From an optimization exercise on the open Yosys and OpenROAD flow, aimed at small area, a short achievable clock period and few clock cycles per item; shortcuts taken in it are not production practice. In this exercise RTL edits were held to simulation tests only and were not proved equivalent to the original. Power and IR drop assume default switching activity.

== v47 ==
==> flow/design.v <==
module result_requant_wb #(
  parameter int ADDRESSSIZE    = 10,
  parameter int MATRIX_SIZE    = 32,
  parameter int PARTIAL_SUM_BW = 24,
  parameter int DATA_BW        = 8
) (
  input  logic                                clk,
  input  logic                                rstn,
  input  logic                                start,
  input  logic [ADDRESSSIZE-1:0]              src_addr,
  input  logic [ADDRESSSIZE-1:0]              dst_addr,
  input  logic [ADDRESSSIZE:0]                num_rows,
  input  logic [3:0]                          shift,
  input  logic                                relu_en,
  output logic                                busy,
  output logic                                done,
  output logic                                res_rd_en,
  output logic [ADDRESSSIZE-1:0]              res_rd_addr,
  input  logic [PARTIAL_SUM_BW*MATRIX_SIZE-1:0] res_rd_data,
  output logic                                ub_wr_en,
  output logic [ADDRESSSIZE-1:0]              ub_wr_addr,
  output logic [DATA_BW*MATRIX_SIZE-1:0]      ub_wr_data,
  input  logic                                ub_wr_ready
);
  localparam int PSB = PARTIAL_SUM_BW;
  logic                           r_job;       
  logic                           r_zero;      
  logic                           r_rd_more;   
  logic [ADDRESSSIZE:0]           r_rd_left;   
  logic [ADDRESSSIZE-1:0]         r_rd_addr;   
  logic                           r_s_valid;   
  logic                           r_s_last;    
  logic                           r_o_valid;   
  logic                           r_o_last;    
  logic [ADDRESSSIZE-1:0]         r_o_addr;
  logic [DATA_BW*MATRIX_SIZE-1:0] r_o_data;
  logic                           r_relu_en;
  logic [3:0]                     r_sa;        
  logic [3:0]                     r_sb;        
  logic [2:0]                     r_lm;        
  logic [DATA_BW*MATRIX_SIZE-1:0] w_quant;
  logic w_free;      
  logic w_move;      
  logic w_rd;        
  logic w_done;
  logic w_accept;    
  logic w_nz;
  logic r_rd_en1;    
  logic r_rd_en0;    
  logic r_ol;        
  logic n_job, n_zero, n_rd_more, n_s_valid, n_o_valid, n_o_last;
  assign w_free   = ~r_o_valid | ub_wr_ready;
  assign w_move   = r_s_valid & w_free;
  assign w_rd     = r_rd_more & (~r_s_valid | w_free);
  assign w_done   = r_zero | (ub_wr_ready & r_ol);
  assign busy     = r_job & ~(ub_wr_ready & r_ol);
  assign done     = w_done;
  assign w_accept = start & ~busy;
  assign w_nz     = |num_rows;
  assign res_rd_en   = r_rd_en0 | (ub_wr_ready & r_rd_en1);
  assign res_rd_addr = r_rd_more ? r_rd_addr : src_addr;
  assign ub_wr_en    = r_o_valid;
  assign ub_wr_addr  = r_o_addr;
  assign ub_wr_data  = r_o_data;
  always_comb begin
    n_o_valid = w_move ? 1'b1 : (ub_wr_ready ? 1'b0 : r_o_valid);
    n_o_last  = w_move ? r_s_last : r_o_last;
    if (w_accept) begin
      n_job     = w_nz;
      n_zero    = ~w_nz;
      n_rd_more = (num_rows > 1);
      n_s_valid = w_nz;
    end else begin
      n_job     = r_job & ~w_done;
      n_zero    = 1'b0;
      n_rd_more = w_rd ? (r_rd_left != 1) : r_rd_more;
      n_s_valid = w_rd ? 1'b1 : (w_move ? 1'b0 : r_s_valid);
    end
  end
  always_ff @(posedge clk or negedge rstn) begin
    if (!rstn) begin
      r_job     <= 1'b0;
      r_zero    <= 1'b0;
      r_rd_more <= 1'b0;
      r_s_valid <= 1'b0;
      r_o_valid <= 1'b0;
      r_rd_en1  <= 1'b0;
      r_rd_en0  <= 1'b0;
      r_ol      <= 1'b0;
    end else begin
      r_job     <= n_job;
      r_zero    <= n_zero;
      r_rd_more <= n_rd_more;
      r_s_valid <= n_s_valid;
      r_o_valid <= n_o_valid;
      r_rd_en1  <= ~n_job | (n_o_valid & n_o_last) | n_rd_more;
      r_rd_en0  <= ~n_job | (n_rd_more & ~(n_s_valid & n_o_valid));
      r_ol      <= n_o_valid & n_o_last;
    end
  end
  always_ff @(posedge clk) begin
    if (w_move) begin
      r_o_last <= r_s_last;
      r_o_addr <= r_o_addr + 1'b1;
    end
    if (w_accept) begin
      r_rd_left <= num_rows - 1'b1;
      r_rd_addr <= src_addr + 1'b1;
      r_s_last  <= (num_rows == 1);
      r_o_addr  <= dst_addr - 1'b1;
      r_relu_en <= relu_en;
      for (int i = 0; i < 4; i++) r_sa[i] <= (shift[3:2] == i);
      for (int i = 0; i < 4; i++) r_sb[i] <= (shift[1:0] == i);
      for (int i = 0; i < 3; i++) r_lm[i] <= (shift[1:0] <= i);
    end else if (w_rd) begin
      r_rd_left <= r_rd_left - 1'b1;
      r_rd_addr <= r_rd_addr + 1'b1;
      r_s_last  <= (r_rd_left == 1);
    end
  end
  always_ff @(posedge clk) begin
    if (w_move) r_o_data <= w_quant;
  end
  genvar gi, gk, gj;
  generate
    for (gi = 0; gi < MATRIX_SIZE; gi++) begin : g_lane
      logic [PSB-1:0]     w_x;
      logic               w_neg;
      logic [12:0]        w_v;
      logic [DATA_BW:0]   w_u;
      logic [4:0]         w_lm;
      logic               w_lo_p, w_lo_n, w_hi_p, w_hi_n;
      logic               w_ovf;
      logic [DATA_BW-1:0] w_y;
      logic [DATA_BW-1:0] w_q;
      assign w_x   = res_rd_data[PSB*gi +: PSB];
      assign w_neg = w_x[PSB-1];
      for (gk = 0; gk < 13; gk++) begin : g_s1
        logic [3:0] w_c;    
        for (gj = 0; gj < 4; gj++) begin : g_c
          if (gk + 4*gj == 0)         assign w_c[gj] = 1'b0;
          else if (gk + 4*gj <= PSB)  assign w_c[gj] = w_x[gk + 4*gj - 1];
          else                        assign w_c[gj] = w_neg;
        end
        assign w_v[gk] = |(w_c & r_sa);
      end
      for (gk = 0; gk <= DATA_BW; gk++) begin : g_s2
        assign w_u[gk] = |(w_v[gk +: 4] & r_sb);
      end
      assign w_lm   = {2'b11, r_lm};
      assign w_lo_p = |(w_v[12:8] & w_lm);
      assign w_lo_n = ~&(w_v[12:8] | ~w_lm);
      assign w_hi_p = (r_sa[0] & |w_x[22:12]) | (r_sa[1] & |w_x[22:16]) |
                      (r_sa[2] & |w_x[22:20]);
      assign w_hi_n = (r_sa[0] & ~&w_x[22:12]) | (r_sa[1] & ~&w_x[22:16]) |
                      (r_sa[2] & ~&w_x[22:20]);
      assign w_ovf  = w_neg ? (w_lo_n | w_hi_n) : (w_lo_p | w_hi_p);
      assign w_y = w_u[DATA_BW:1] + w_u[0];
      logic w_rz;
      assign w_rz = r_relu_en & w_neg;
      assign w_q = (w_rz | w_ovf | (~w_neg & w_y[DATA_BW-1])) ? {w_neg & ~w_rz, {(DATA_BW-1){~w_neg}}} : w_y;
      assign w_quant[DATA_BW*gi +: DATA_BW] = w_q;
    end
  endgenerate
endmodule
==> flow/config.mk <==
export PLATFORM = sky130hd
export DESIGN_NAME = result_requant_wb
export DESIGN_NICKNAME = result_requant_wb
export VERILOG_FILES = /design/flow/design.v
export SDC_FILE = /design/flow/constraint.sdc
export NUM_CORES = 4
export LEC_CHECK = 0
export CAP_MARGIN = 20
export CORE_AREA = 5 5 455 175
export CTS_BUF_LIST = sky130_fd_sc_hd__clkbuf_8
export DIE_AREA = 0 0 460 180
export SETUP_SLACK_MARGIN = 4.45
export SLEW_MARGIN = 20
==> flow/constraint.sdc <==
create_clock -name core_clock -period 8.0 [get_ports {clk}]
set_input_delay 1.6000 -clock core_clock [delete_from_list [all_inputs] [get_ports {clk}]]
set_output_delay 1.6000 -clock core_clock [all_outputs]
set_load 0.01 [all_outputs]
standard.sh (not shown) runs the stock make flow with config.mk's settings and CLKGATE_MAP_FILE= SYNTH_SCRIPT=/design/flow/synth_recipe.tcl, a recipe that flattens the netlist after the stock synthesis.
==> flow/flow/run.sh <==
#!/bin/bash
# Standard layout, with plain buf_1 cells as the port buffers (the resizer
# may still upsize them). Each tool's output goes to its own log file here.
set -euo pipefail
bash standard.sh \
  BUFFER_PORTS_ARGS="-buffer_cell sky130_fd_sc_hd__buf_1" \
  finish > make_finish.log 2>&1
v47 reached the end of the flow, and the finished layout is clean on the timing, DRC and antenna checks.
Testbench counts of v47, summed over its fixed seeds: cycles 7,049, rows 6,022.
Modified inputs, v20 compared to v47
# v47
export LEC_CHECK = 0
export CAP_MARGIN = 20
export CORE_AREA = 5 5 455 175
export CTS_BUF_LIST = sky130_fd_sc_hd__clkbuf_8
export DIE_AREA = 0 0 460 180
export SETUP_SLACK_MARGIN = 4.45
export SLEW_MARGIN = 20
create_clock -name core_clock -period 8.0 [get_ports {clk}]
# v20
export LEC_CHECK = 0
export CAP_MARGIN = 20
export CORE_MARGIN = 2
export CORE_UTILIZATION = 27
export CTS_BUF_LIST = sky130_fd_sc_hd__clkbuf_8
export SETUP_SLACK_MARGIN = 4.45
export SLEW_MARGIN = 20
create_clock -name core_clock -period 8.0 [get_ports {clk}]
--- outcome ---
Maximum clock frequency: v20 vs v47 — no meaningful difference. STATUS floorplan die area: v20 loses against v47. The setup slack at placement of v20 was superior to that of v47. As far as cell area after technology mapping goes, v20 and v47 are indistinguishable; the numbers are identical.
diff inputs: v20 => v52
# v20
export LEC_CHECK = 0
export CAP_MARGIN = 20
export CORE_MARGIN = 2
export CORE_UTILIZATION = 27
export CTS_BUF_LIST = sky130_fd_sc_hd__clkbuf_8
export SETUP_SLACK_MARGIN = 4.45
export SLEW_MARGIN = 20
create_clock -name core_clock -period 8.0 [get_ports {clk}]
# v52
export LEC_CHECK = 0
export CAP_MARGIN = 20
export CORE_AREA = 5 5 475 195
export CTS_BUF_LIST = sky130_fd_sc_hd__clkbuf_8
export DIE_AREA = 0 0 480 200
export SETUP_SLACK_MARGIN = 4.45
export SLEW_MARGIN = 20
create_clock -name core_clock -period 8.0 [get_ports {clk}]
Notes after the runs:
v52 went all the way through synthesis, placement and routing and the layout is clean on timing, DRC and antenna. Clock power, v52 and v20: smaller value in v52. Against v20, v52 comes in 0.35% lower on net load switching power. v52 against v20: number of signal-net buffers in the layout held steady; worst stage delay on the critical path was more or less identical; global-route usage +12 points; CTS H-tree depth dropped 1; routed wire length fell by 2.1%. Delta(placement row count, v52 - v20) < 0.
## Diff of input files: v24 against v52
# v52
export LEC_CHECK = 0
export CAP_MARGIN = 20
export CORE_AREA = 5 5 475 195
export CTS_BUF_LIST = sky130_fd_sc_hd__clkbuf_8
export DIE_AREA = 0 0 480 200
export SETUP_SLACK_MARGIN = 4.45
export SLEW_MARGIN = 20
create_clock -name core_clock -period 8.0 [get_ports {clk}]
# v24
export LEC_CHECK = 0
export CAP_MARGIN = 20
export CORE_AREA = 5 5 475 195
export CTS_BUF_LIST = sky130_fd_sc_hd__clkbuf_8
export DIE_AREA = 0 0 480 200
export SETUP_SLACK_MARGIN = 4.3
export SLEW_MARGIN = 20
create_clock -name core_clock -period 8.0 [get_ports {clk}]
Looking at v24 and v52, the final critical delay including setup and external delays is a wash.
Changes observed in v24 relative to v52: share of cells above drive strength 1 shrank by 1.0 points, via count decreased 371, slew at the pin closest to its max-slew limit now sits lower, core utilization now sits lower, sequential share of layout area shows an increase of 0.28 points.

---

result_requant_wb, a different RTL version from the one above (not shown whole).
For scale: about 4800 cells after synthesis, about 310 flip-flops, roughly 1100 I/O pins.
// result_requant_wb
module result_requant_wb #(
  parameter int ADDRESSSIZE    = 10,
  parameter int MATRIX_SIZE    = 32,
  parameter int PARTIAL_SUM_BW = 24,
  parameter int DATA_BW        = 8
) (
  input  logic                                clk,
  input  logic                                rstn,
  input  logic                                start,
  input  logic [ADDRESSSIZE-1:0]              src_addr,
  input  logic [ADDRESSSIZE-1:0]              dst_addr,
  input  logic [ADDRESSSIZE:0]                num_rows,
  input  logic [3:0]                          shift,
  input  logic                                relu_en,
  output logic                                busy,
  output logic                                done,
  output logic                                res_rd_en,
  output logic [ADDRESSSIZE-1:0]              res_rd_addr,
  input  logic [PARTIAL_SUM_BW*MATRIX_SIZE-1:0] res_rd_data,
  output logic                                ub_wr_en,
  output logic [ADDRESSSIZE-1:0]              ub_wr_addr,
  output logic [DATA_BW*MATRIX_SIZE-1:0]      ub_wr_data,
  input  logic                                ub_wr_ready
);
export LEC_CHECK = 0
export CAP_MARGIN = 20
export CORE_MARGIN = 2
export CORE_UTILIZATION = 27
export CTS_BUF_LIST = sky130_fd_sc_hd__clkbuf_8
export SETUP_SLACK_MARGIN = 4.45
export SLEW_MARGIN = 20
create_clock -name core_clock -period 8.0 [get_ports {clk}]
Scripts as last shown in full above: flow/flow/run.sh
Testbench counts at the start, summed over its fixed seeds: cycles 7,049, rows 6,022.
==> next run, changes <==
Settings changed: CORE_AREA set to 5 5 475 195, CORE_MARGIN 2 to not set, CORE_UTILIZATION 27 to not set, DIE_AREA set to 0 0 480 200.
Result:
- The new run ran to the end with no violations
- power went down by 0.72%
- via count went down by 0.67%
- clock power stays flat
- combinational power went down by about 2%
- worst setup slack is worse by 0.0054 ns
- first-iteration DRC count went up by 5.0%

static timing again, ports no longer ideal:
In the flow no input, the clock included, has a driving cell. The finished layouts below were timed again as built, in two steps. Step 1 sets driving cells, clkbuf_16 on the clock port and buf_2 on the other inputs (assumed; they add their load-dependent delay and slew). Step 2 times the ports against the registers' clock, not the clock port: input delays grow and output delays shrink by t, the midpoint of the rising clock arrivals with the driver on. a / b / c = no drivers / after step 1 / after step 2; a / b = the first two.
run | shift t [ns] | setup WS [ns] | worst hold slack (ns) | pins driven straight from the clock port
v47 | 0.774 | 4.288 / 4.235 / 3.619 | 0.496 / 0.496 / 0.496 | 1
v20 | 0.795 | 4.286 / 4.236 / 3.746 | 0.486 / 0.486 / 0.486 | 1
v52 | 0.771 | 4.305 / 4.263 / 3.808 | 0.480 / 0.480 / 0.480 | 1
v24 | 0.792 | 4.305 / 4.265 / 3.745 | 0.481 / 0.481 / 0.481 | 1
the first run of note 2 | 0.792 | 4.319 / 4.262 / 3.686 | 0.466 / 0.466 / 0.466 | 1
the second run of note 2 | 0.822 | 4.313 / 4.274 / 3.675 | 0.494 / 0.494 / 0.494 | 1
After both steps every run listed still meets setup and hold. For v47, which loses most, drivers alone change the setup slack by -0.053 ns; drivers and shift together by -0.669 ns.
